From an optimization exercise on the open Yosys and OpenROAD flow, aimed at small area; shortcuts taken in it are not production practice.
Where RTL was checked, it was by simulation tests only, not by an equivalence proof against the original.

==> inputs of job 6140 <==
==> flow/design.v <==
module cache_ctrl_fsm #(
  parameter int ADDR_W   = 32,
  parameter int INDEX_W  = 4,
  parameter int OFFSET_W = 4
) (
  input  logic                clk_i,
  input  logic                rst_i,
  input  logic                cpu_req_i,
  input  logic                cpu_we_i,
  input  logic [ADDR_W-1:0]   cpu_addr_i,
  output logic                cpu_ready_o,
  output logic                cpu_hit_o,
  output logic                busy_o,
  input  logic [1:0]          lru_way_i,
  output logic                lru_update_o,
  output logic [INDEX_W-1:0]  lru_set_o,
  output logic [1:0]          lru_access_way_o,
  output logic                mem_req_o,
  output logic                mem_we_o,
  output logic [ADDR_W-1:0]   mem_addr_o,
  input  logic                mem_ack_i,
  output logic                fill_pulse_o,
  output logic [15:0]         hit_count_o,
  output logic [15:0]         miss_count_o
);
  localparam int TAG_W = ADDR_W - INDEX_W - OFFSET_W;
  localparam int SETS  = 1 << INDEX_W;
  localparam int LINES = SETS * 4;
  localparam logic [2:0] S_IDLE = 3'b000;
  localparam logic [2:0] S_CMP  = 3'b001;
  localparam logic [2:0] S_WB   = 3'b011;
  localparam logic [2:0] S_RF   = 3'b010;
  localparam logic [2:0] S_FILL = 3'b110;
  localparam logic [2:0] S_RDYM = 3'b100;
  localparam logic [2:0] S_RDYH = 3'b101;
  logic [2:0]         state_q;
  logic [3:0]         rot_q;
  logic [TAG_W-1:0]   tag_q   [4][SETS];   
  logic [SETS-1:0]    dirty_q [4];         
  logic [2:0]         vcnt_q  [SETS];      
  logic               we_q;
  logic [TAG_W-1:0]   req_tag_q;
  logic [INDEX_W-1:0] idx_q;
  logic [1:0]         way_q;
  logic               st_idle, st_cmp, st_wb, st_rf, st_fill, st_rdym, st_rdyh;
  assign st_idle = (state_q == S_IDLE);
  assign st_cmp  = (state_q == S_CMP);
  assign st_wb   = (state_q == S_WB);
  assign st_rf   = (state_q == S_RF);
  assign st_fill = (state_q == S_FILL);
  assign st_rdym = (state_q == S_RDYM);
  assign st_rdyh = (state_q == S_RDYH);
  logic [3:0]         pos_s, npos_s;
  logic [SETS-1:0]    sel_s;
  assign pos_s  = idx_q + rot_q;
  assign npos_s = pos_s + 4'd1;
  logic [TAG_W-1:0]   rd_s [4];
  logic [2:0]         vc_s;
  logic [3:0]         valid_s, match_s, drd_s;
  logic               hit_s, allv_s, victim_dirty_s;
  logic [1:0]         hit_way_s, inv_way_s, victim_way_s;
  assign vc_s = vcnt_q[idx_q];
  assign valid_s = {vc_s[2] & ~vc_s[0], vc_s[2], vc_s[1], vc_s[1] | vc_s[0]};
  assign allv_s  = vc_s[2] & ~vc_s[0];
  assign inv_way_s = {vc_s[1], vc_s[0] & (vc_s[2] | ~vc_s[1])};
  always_comb begin
    for (int j = 0; j < SETS; j++) sel_s[j] = (pos_s == 4'(j));
    for (int w = 0; w < 4; w++) begin
      rd_s[w]  = '0;
      drd_s[w] = 1'b0;
      for (int j = 0; j < SETS; j++) begin
        rd_s[w]  = rd_s[w] | (tag_q[w][j] & {TAG_W{sel_s[j]}});
        drd_s[w] = drd_s[w] | (dirty_q[w][j] & sel_s[j]);
      end
      match_s[w] = valid_s[w] && (rd_s[w] == req_tag_q);
    end
  end
  assign hit_s = |match_s;
  assign hit_way_s = {match_s[3] | match_s[2], match_s[3] | match_s[1]};
  assign victim_way_s = allv_s ? lru_way_i : inv_way_s;
  assign victim_dirty_s = allv_s & drd_s[lru_way_i];
  always_ff @(posedge clk_i) begin
    if (rst_i) begin
      state_q <= S_IDLE;
    end else begin
      case (state_q)
        S_IDLE:  if (cpu_req_i) state_q <= S_CMP;
        S_CMP:   state_q <= hit_s ? S_RDYH : (victim_dirty_s ? S_WB : S_RF);
        S_WB:    if (mem_ack_i) state_q <= S_RF;
        S_RF:    if (mem_ack_i) state_q <= S_FILL;
        S_FILL:  state_q <= S_RDYM;
        default: state_q <= S_IDLE;
      endcase
    end
  end
  always_ff @(posedge clk_i) begin
    if (rst_i) rot_q <= 4'd0;
    else       rot_q <= rot_q + 4'd1;
  end
  always_ff @(posedge clk_i) begin
    if (st_idle && cpu_req_i) begin
      we_q      <= cpu_we_i;
      req_tag_q <= cpu_addr_i[ADDR_W-1 -: TAG_W];
    end
  end
  always_ff @(posedge clk_i) begin
    if (rst_i) begin
      idx_q <= '0;
      way_q <= 2'd0;
    end else begin
      if (st_idle && cpu_req_i) idx_q <= cpu_addr_i[OFFSET_W +: INDEX_W];
      if (st_cmp) way_q <= hit_s ? hit_way_s : victim_way_s;
    end
  end
  always_ff @(posedge clk_i) begin
    for (int s = 0; s < SETS; s++) begin
      if (rst_i) vcnt_q[s] <= 3'b000;
      else if (st_rf && mem_ack_i && idx_q == 4'(s))
        vcnt_q[s] <= {vcnt_q[s][1], vcnt_q[s][1] | vcnt_q[s][0], ~vcnt_q[s][2]};
    end
  end
  logic tag_wr_s, dirty_wr_s;
  assign tag_wr_s = ~(st_cmp | st_wb);
  assign dirty_wr_s = st_rf | st_fill | st_rdym | ((st_rdyh | st_idle) & we_q);
  always_ff @(posedge clk_i) begin
    for (int w = 0; w < 4; w++) begin
      for (int j = 0; j < SETS; j++) begin
        if (j % 4 == 0 && tag_wr_s && way_q == 2'(w) && npos_s == 4'(j))
          tag_q[w][j] <= req_tag_q;
        else
          tag_q[w][j] <= tag_q[w][(j + SETS - 1) % SETS];
        if (j % 2 == 0 && dirty_wr_s && way_q == 2'(w) && npos_s == 4'(j))
          dirty_q[w][j] <= we_q;
        else
          dirty_q[w][j] <= dirty_q[w][(j + SETS - 1) % SETS];
      end
    end
  end
  assign cpu_ready_o      = st_rdyh | st_rdym;
  assign cpu_hit_o        = st_rdyh;
  assign busy_o           = ~st_idle;
  assign lru_update_o     = st_rdyh | st_rdym;
  assign lru_set_o        = idx_q;
  assign lru_access_way_o = way_q;
  assign mem_req_o        = st_wb | st_rf;
  assign mem_we_o         = st_wb;
  assign fill_pulse_o     = st_fill;
  assign mem_addr_o       = {({TAG_W{st_wb}} & rd_s[way_q]) |
                             ({TAG_W{st_rf}} & req_tag_q),
                             idx_q & {INDEX_W{st_wb | st_rf}}, {OFFSET_W{1'b0}}};
  logic unused_s;
  assign unused_s = ^{cpu_addr_i[OFFSET_W-1:0]};
  logic [15:0] hit_cnt_q, miss_cnt_q;
  always_ff @(posedge clk_i) begin
    if (rst_i) begin
      hit_cnt_q  <= 16'd0;
      miss_cnt_q <= 16'd0;
    end else begin
      if (st_rdyh && hit_cnt_q != 16'hFFFF) hit_cnt_q <= hit_cnt_q + 16'd1;
      if (st_rdym && miss_cnt_q != 16'hFFFF) miss_cnt_q <= miss_cnt_q + 16'd1;
    end
  end
  assign hit_count_o  = hit_cnt_q;
  assign miss_count_o = miss_cnt_q;
endmodule
==> flow/run.sh <==
#!/bin/bash
# synth_recipe.tcl (not shown) runs the flow's synth.tcl, then flattens the netlist and writes it again
# the make line also repeats each setting of config.mk as NAME=value (left out here)
make -C /OpenROAD-flow-scripts/flow DESIGN_CONFIG=/design/flow/config.mk WORK_HOME=/design/flow/orfs CLKGATE_MAP_FILE= SYNTH_SCRIPT=/design/flow/synth_recipe.tcl finish
==> flow/config.mk <==
export PLATFORM = sky130hd
export DESIGN_NAME = cache_ctrl_fsm
export DESIGN_NICKNAME = cache_ctrl_fsm
export VERILOG_FILES = /design/flow/design.v
export SDC_FILE = /design/flow/constraint.sdc
export NUM_CORES = 4
export LEC_CHECK = 0
export CAP_MARGIN = 20
export CORE_MARGIN = 2
export CORE_UTILIZATION = 60
export CTS_CLUSTER_DIAMETER = 60
export CTS_CLUSTER_SIZE = 20
export SETUP_SLACK_MARGIN = 0.2
export SLEW_MARGIN = 20
==> flow/constraint.sdc <==
create_clock -name core_clock -period 8.0 [get_ports {clk_i}]
set_input_delay 1.6000 -clock core_clock [delete_from_list [all_inputs] [get_ports {clk_i}]]
set_output_delay 1.6000 -clock core_clock [all_outputs]
set_load 0.01 [all_outputs]
==> job 9013 (differences from job 6140) <==
==> flow/design.v, changed modules only <==
module cache_ctrl_fsm #(
  parameter int ADDR_W   = 32,
  parameter int INDEX_W  = 4,
  parameter int OFFSET_W = 4
) (
  input  logic                clk_i,
  input  logic                rst_i,
  input  logic                cpu_req_i,
  input  logic                cpu_we_i,
  input  logic [ADDR_W-1:0]   cpu_addr_i,
  output logic                cpu_ready_o,
  output logic                cpu_hit_o,
  output logic                busy_o,
  input  logic [1:0]          lru_way_i,
  output logic                lru_update_o,
  output logic [INDEX_W-1:0]  lru_set_o,
  output logic [1:0]          lru_access_way_o,
  output logic                mem_req_o,
  output logic                mem_we_o,
  output logic [ADDR_W-1:0]   mem_addr_o,
  input  logic                mem_ack_i,
  output logic                fill_pulse_o,
  output logic [15:0]         hit_count_o,
  output logic [15:0]         miss_count_o
);
  localparam int TAG_W = ADDR_W - INDEX_W - OFFSET_W;
  localparam int SETS  = 1 << INDEX_W;
  localparam int LINES = SETS * 4;
  localparam logic [2:0] S_IDLE = 3'b000;
  localparam logic [2:0] S_CMP  = 3'b001;
  localparam logic [2:0] S_WB   = 3'b011;
  localparam logic [2:0] S_RF   = 3'b010;
  localparam logic [2:0] S_FILL = 3'b110;
  localparam logic [2:0] S_RDYM = 3'b100;
  localparam logic [2:0] S_RDYH = 3'b101;
  logic [2:0]         state_q;
  logic [3:0]         rot_q;
  logic [TAG_W-1:0]   tag_q   [4][SETS];   
  logic [SETS-1:0]    dirty_q [4];         
  logic [2:0]         vcnt_q  [SETS];      
  logic               we_q;
  logic [TAG_W-1:0]   req_tag_q;
  logic [INDEX_W-1:0] idx_q;
  logic [1:0]         way_q;
  logic               st_idle, st_cmp, st_wb, st_rf, st_fill, st_rdym, st_rdyh;
  assign st_idle = (state_q == S_IDLE);
  assign st_cmp  = (state_q == S_CMP);
  assign st_wb   = (state_q == S_WB);
  assign st_rf   = (state_q == S_RF);
  assign st_fill = (state_q == S_FILL);
  assign st_rdym = (state_q == S_RDYM);
  assign st_rdyh = (state_q == S_RDYH);
  logic [SETS-1:0]    sel_q, nsel_s;
  logic [3:0]         cpos_s;
  logic               odd_s;
  assign nsel_s = {sel_q[SETS-2:0], sel_q[SETS-1]};
  assign cpos_s = cpu_addr_i[OFFSET_W +: INDEX_W] + rot_q;
  always_ff @(posedge clk_i) begin
    if (rst_i)                     sel_q <= SETS'(1);
    else if (st_idle && cpu_req_i) sel_q <= SETS'(1) << (cpos_s + 4'd1);
    else                           sel_q <= nsel_s;
  end
  always_comb begin
    odd_s = 1'b0;
    for (int j = 1; j < SETS; j += 2) odd_s = odd_s | sel_q[j];
  end
  logic [SETS/2-1:0]  rsel_s;
  logic [TAG_W-1:0]   ctag_s;
  logic [TAG_W-1:0]   rd_s [4];
  logic [3:0]         eq_s, drd_s, eq_q, drd_q, eqe_s, drde_s;
  always_comb begin
    for (int k = 0; k < SETS/2; k++)
      rsel_s[k] = st_idle ? (cpos_s == 4'(2*k)) : sel_q[2*k];
  end
  assign ctag_s = st_idle ? cpu_addr_i[ADDR_W-1 -: TAG_W] : req_tag_q;
  genvar gw, gk;
  generate
    for (gw = 0; gw < 4; gw++) begin : g_rd
      logic [SETS/2*(TAG_W+1)-1:0] din;
      for (gk = 0; gk < SETS/2; gk++) begin : g_din
        assign din[gk*(TAG_W+1) +: TAG_W+1] = {dirty_q[gw][2*gk], tag_q[gw][2*gk]};
      end
      logic [TAG_W:0] dout;
      cache_ctrl_fsm_rdmux #(.N(SETS/2), .W(TAG_W+1)) u_rd (
        .sel_i(rsel_s), .d_i(din), .q_o(dout)
      );
      assign rd_s[gw]  = dout[TAG_W-1:0];
      assign drd_s[gw] = dout[TAG_W];
      assign eq_s[gw] = (rd_s[gw] == ctag_s);
    end
  endgenerate
  always_ff @(posedge clk_i) begin
    eq_q  <= eq_s;
    drd_q <= drd_s;
  end
  assign eqe_s  = odd_s ? eq_q : eq_s;
  assign drde_s = odd_s ? drd_q : drd_s;
  logic [2:0]         vc_s;
  logic [3:0]         valid_s, match_s;
  logic               hit_s, allv_s, victim_dirty_s;
  logic [1:0]         hit_way_s, inv_way_s, victim_way_s;
  assign vc_s = vcnt_q[idx_q];
  assign valid_s = {vc_s[2] & ~vc_s[0], vc_s[2], vc_s[1], vc_s[1] | vc_s[0]};
  assign allv_s  = vc_s[2] & ~vc_s[0];
  assign inv_way_s = {vc_s[1], vc_s[0] & (vc_s[2] | ~vc_s[1])};
  assign match_s = valid_s & eqe_s;
  assign hit_s = |match_s;
  assign hit_way_s = {match_s[3] | match_s[2], match_s[3] | match_s[1]};
  assign victim_way_s = allv_s ? lru_way_i : inv_way_s;
  assign victim_dirty_s = allv_s & drde_s[lru_way_i];
  logic [1:0]         cway_s;
  logic [TAG_W-1:0]   rdw_s, wbtag_q;
  assign cway_s = st_cmp ? victim_way_s : way_q;
  assign rdw_s  = rd_s[cway_s];
  always_ff @(posedge clk_i) wbtag_q <= rdw_s;
  always_ff @(posedge clk_i) begin
    if (rst_i) begin
      state_q <= S_IDLE;
    end else begin
      case (state_q)
        S_IDLE:  if (cpu_req_i) state_q <= S_CMP;
        S_CMP:   state_q <= hit_s ? S_RDYH : (victim_dirty_s ? S_WB : S_RF);
        S_WB:    if (mem_ack_i) state_q <= S_RF;
        S_RF:    if (mem_ack_i) state_q <= S_FILL;
        S_FILL:  state_q <= S_RDYM;
        default: state_q <= S_IDLE;
      endcase
    end
  end
  always_ff @(posedge clk_i) begin
    if (rst_i) rot_q <= 4'd0;
    else       rot_q <= rot_q + 4'd1;
  end
  always_ff @(posedge clk_i) begin
    if (st_idle && cpu_req_i) begin
      we_q      <= cpu_we_i;
      req_tag_q <= cpu_addr_i[ADDR_W-1 -: TAG_W];
    end
  end
  always_ff @(posedge clk_i) begin
    if (rst_i) begin
      idx_q <= '0;
      way_q <= 2'd0;
    end else begin
      if (st_idle && cpu_req_i) idx_q <= cpu_addr_i[OFFSET_W +: INDEX_W];
      if (st_cmp) way_q <= hit_s ? hit_way_s : victim_way_s;
    end
  end
  always_ff @(posedge clk_i) begin
    for (int s = 0; s < SETS; s++) begin
      if (rst_i) vcnt_q[s] <= 3'b000;
      else if (st_rf && mem_ack_i && idx_q == 4'(s))
        vcnt_q[s] <= {vcnt_q[s][1], vcnt_q[s][1] | vcnt_q[s][0], ~vcnt_q[s][2]};
    end
  end
  logic tag_wr_s, dirty_wr_s;
  assign tag_wr_s = ~(st_cmp | st_wb);
  assign dirty_wr_s = st_rf | st_fill | st_rdym | ((st_rdyh | st_idle) & we_q);
  always_ff @(posedge clk_i) begin
    for (int w = 0; w < 4; w++) begin
      for (int j = 0; j < SETS; j++) begin
        if (j % 4 == 0 && tag_wr_s && way_q == 2'(w) && nsel_s[j])
          tag_q[w][j] <= req_tag_q;
        else
          tag_q[w][j] <= tag_q[w][(j + SETS - 1) % SETS];
        if (j % 2 == 0 && dirty_wr_s && way_q == 2'(w) && nsel_s[j])
          dirty_q[w][j] <= we_q;
        else
          dirty_q[w][j] <= dirty_q[w][(j + SETS - 1) % SETS];
      end
    end
  end
  assign cpu_ready_o      = st_rdyh | st_rdym;
  assign cpu_hit_o        = st_rdyh;
  assign busy_o           = ~st_idle;
  assign lru_update_o     = st_rdyh | st_rdym;
  assign lru_set_o        = idx_q;
  assign lru_access_way_o = way_q;
  assign mem_req_o        = st_wb | st_rf;
  assign mem_we_o         = st_wb;
  assign fill_pulse_o     = st_fill;
  assign mem_addr_o       = {({TAG_W{st_wb}} & (odd_s ? wbtag_q : rdw_s)) |
                             ({TAG_W{st_rf}} & req_tag_q),
                             idx_q & {INDEX_W{st_wb | st_rf}}, {OFFSET_W{1'b0}}};
  logic unused_s;
  assign unused_s = ^{cpu_addr_i[OFFSET_W-1:0]};
  logic [15:0] hit_cnt_q, miss_cnt_q;
  always_ff @(posedge clk_i) begin
    if (rst_i) begin
      hit_cnt_q  <= 16'd0;
      miss_cnt_q <= 16'd0;
    end else begin
      if (st_rdyh && hit_cnt_q != 16'hFFFF) hit_cnt_q <= hit_cnt_q + 16'd1;
      if (st_rdym && miss_cnt_q != 16'hFFFF) miss_cnt_q <= miss_cnt_q + 16'd1;
    end
  end
  assign hit_count_o  = hit_cnt_q;
  assign miss_count_o = miss_cnt_q;
endmodule
module cache_ctrl_fsm_rdmux #(
  parameter int N = 8,
  parameter int W = 25
) (
  input  logic [N-1:0]   sel_i,
  input  logic [N*W-1:0] d_i,
  output logic [W-1:0]   q_o
);
  always_comb begin
    q_o = '0;
    for (int k = 0; k < N; k++) q_o = q_o | (d_i[k*W +: W] & {W{sel_i[k]}});
  end
endmodule
- CORE_UTILIZATION: 60 -> 70
- CTS_CLUSTER_DIAMETER: 60 -> 70
- CTS_CLUSTER_SIZE: 20 -> 25
- SETUP_SLACK_MARGIN: 0.2 -> default
- SYNTH_HIERARCHICAL: default -> 1
==> impl_metrics.yaml <==
finish:
  multi_input_gates: 2977
  fillerInstances: 7503
  syn_to_final_growth_pct: 10.3
  diodes: 0
critical_path:
  worst-path-stages: 10
  r2r-end: "way_q[0]$_SDFFE_PP0N_"
die:
  fp.dieW_um: 317
status:
  status: "finished clean"
synthesis:
  syn_avg_cell_area_sq_um: 11.5
sta:
  finalClockSkew_ns: 0.0254
  timing.final.crit_share_pct: 93.2
# the run above: job 6140

==> impl_metrics.yaml <==
status:
  status: "finished clean"
finish:
  syn_to_final_growth_pct: 7.36
  nonClkBufAreaFrac_pct: 3.57
  multi_input_gates: 2122
  fillerInstances: 4825
  clkbuf_count: 87
detailed_routing:
  wl_mm: 130
sta:
  timing.final.crit_share_pct: 94.8
critical_path:
  r2r-end: "state_q[2]$_SDFFE_PP0P_"
die:
  fp.dieW_um: 276
synthesis:
  syn_avg_cell_area_sq_um: 12.4
# the run above: job 9013

Only the layout flow was run in job 6140; the RTL was not checked for function there.

port drivers added, routing unchanged:
In the flow no input, the clock included, has a driving cell. The finished layouts below were timed again as built, in two steps. Step 1: set_driving_cell puts a clkbuf_16 on clk_i and a buf_2 on each other input, an assumption about the parent block. Step 2, shift: input delay + t, output delay - t, t = (earliest + latest rising clock arrival at the registers) / 2. This alone moves slack from input paths to output paths. Slacks: no drivers / after step 1 / after step 2; pairs: no drivers / after step 1.
| run | shift t [ns] | setup WS [ns] | hold WS [ns] | slew at the worst register clock pin (ns) | worst data-port slew with drivers (ns) |
|---|---|---|---|---|---|
| job 6140 | 0.782 | 0.542 / 0.473 / 1.255 | 0.340 / 0.340 / 0.340 | 0.09 / 0.09 | 0.05 |
| job 9013 | 0.740 | 0.419 / 0.391 / 0.391 | 0.318 / 0.318 / 0.318 | 0.10 / 0.10 | 0.14 |
After both steps every run listed still meets setup and hold. For job 9013, which loses most, drivers alone change the setup slack by -0.028 ns; drivers and shift together by -0.028 ns.
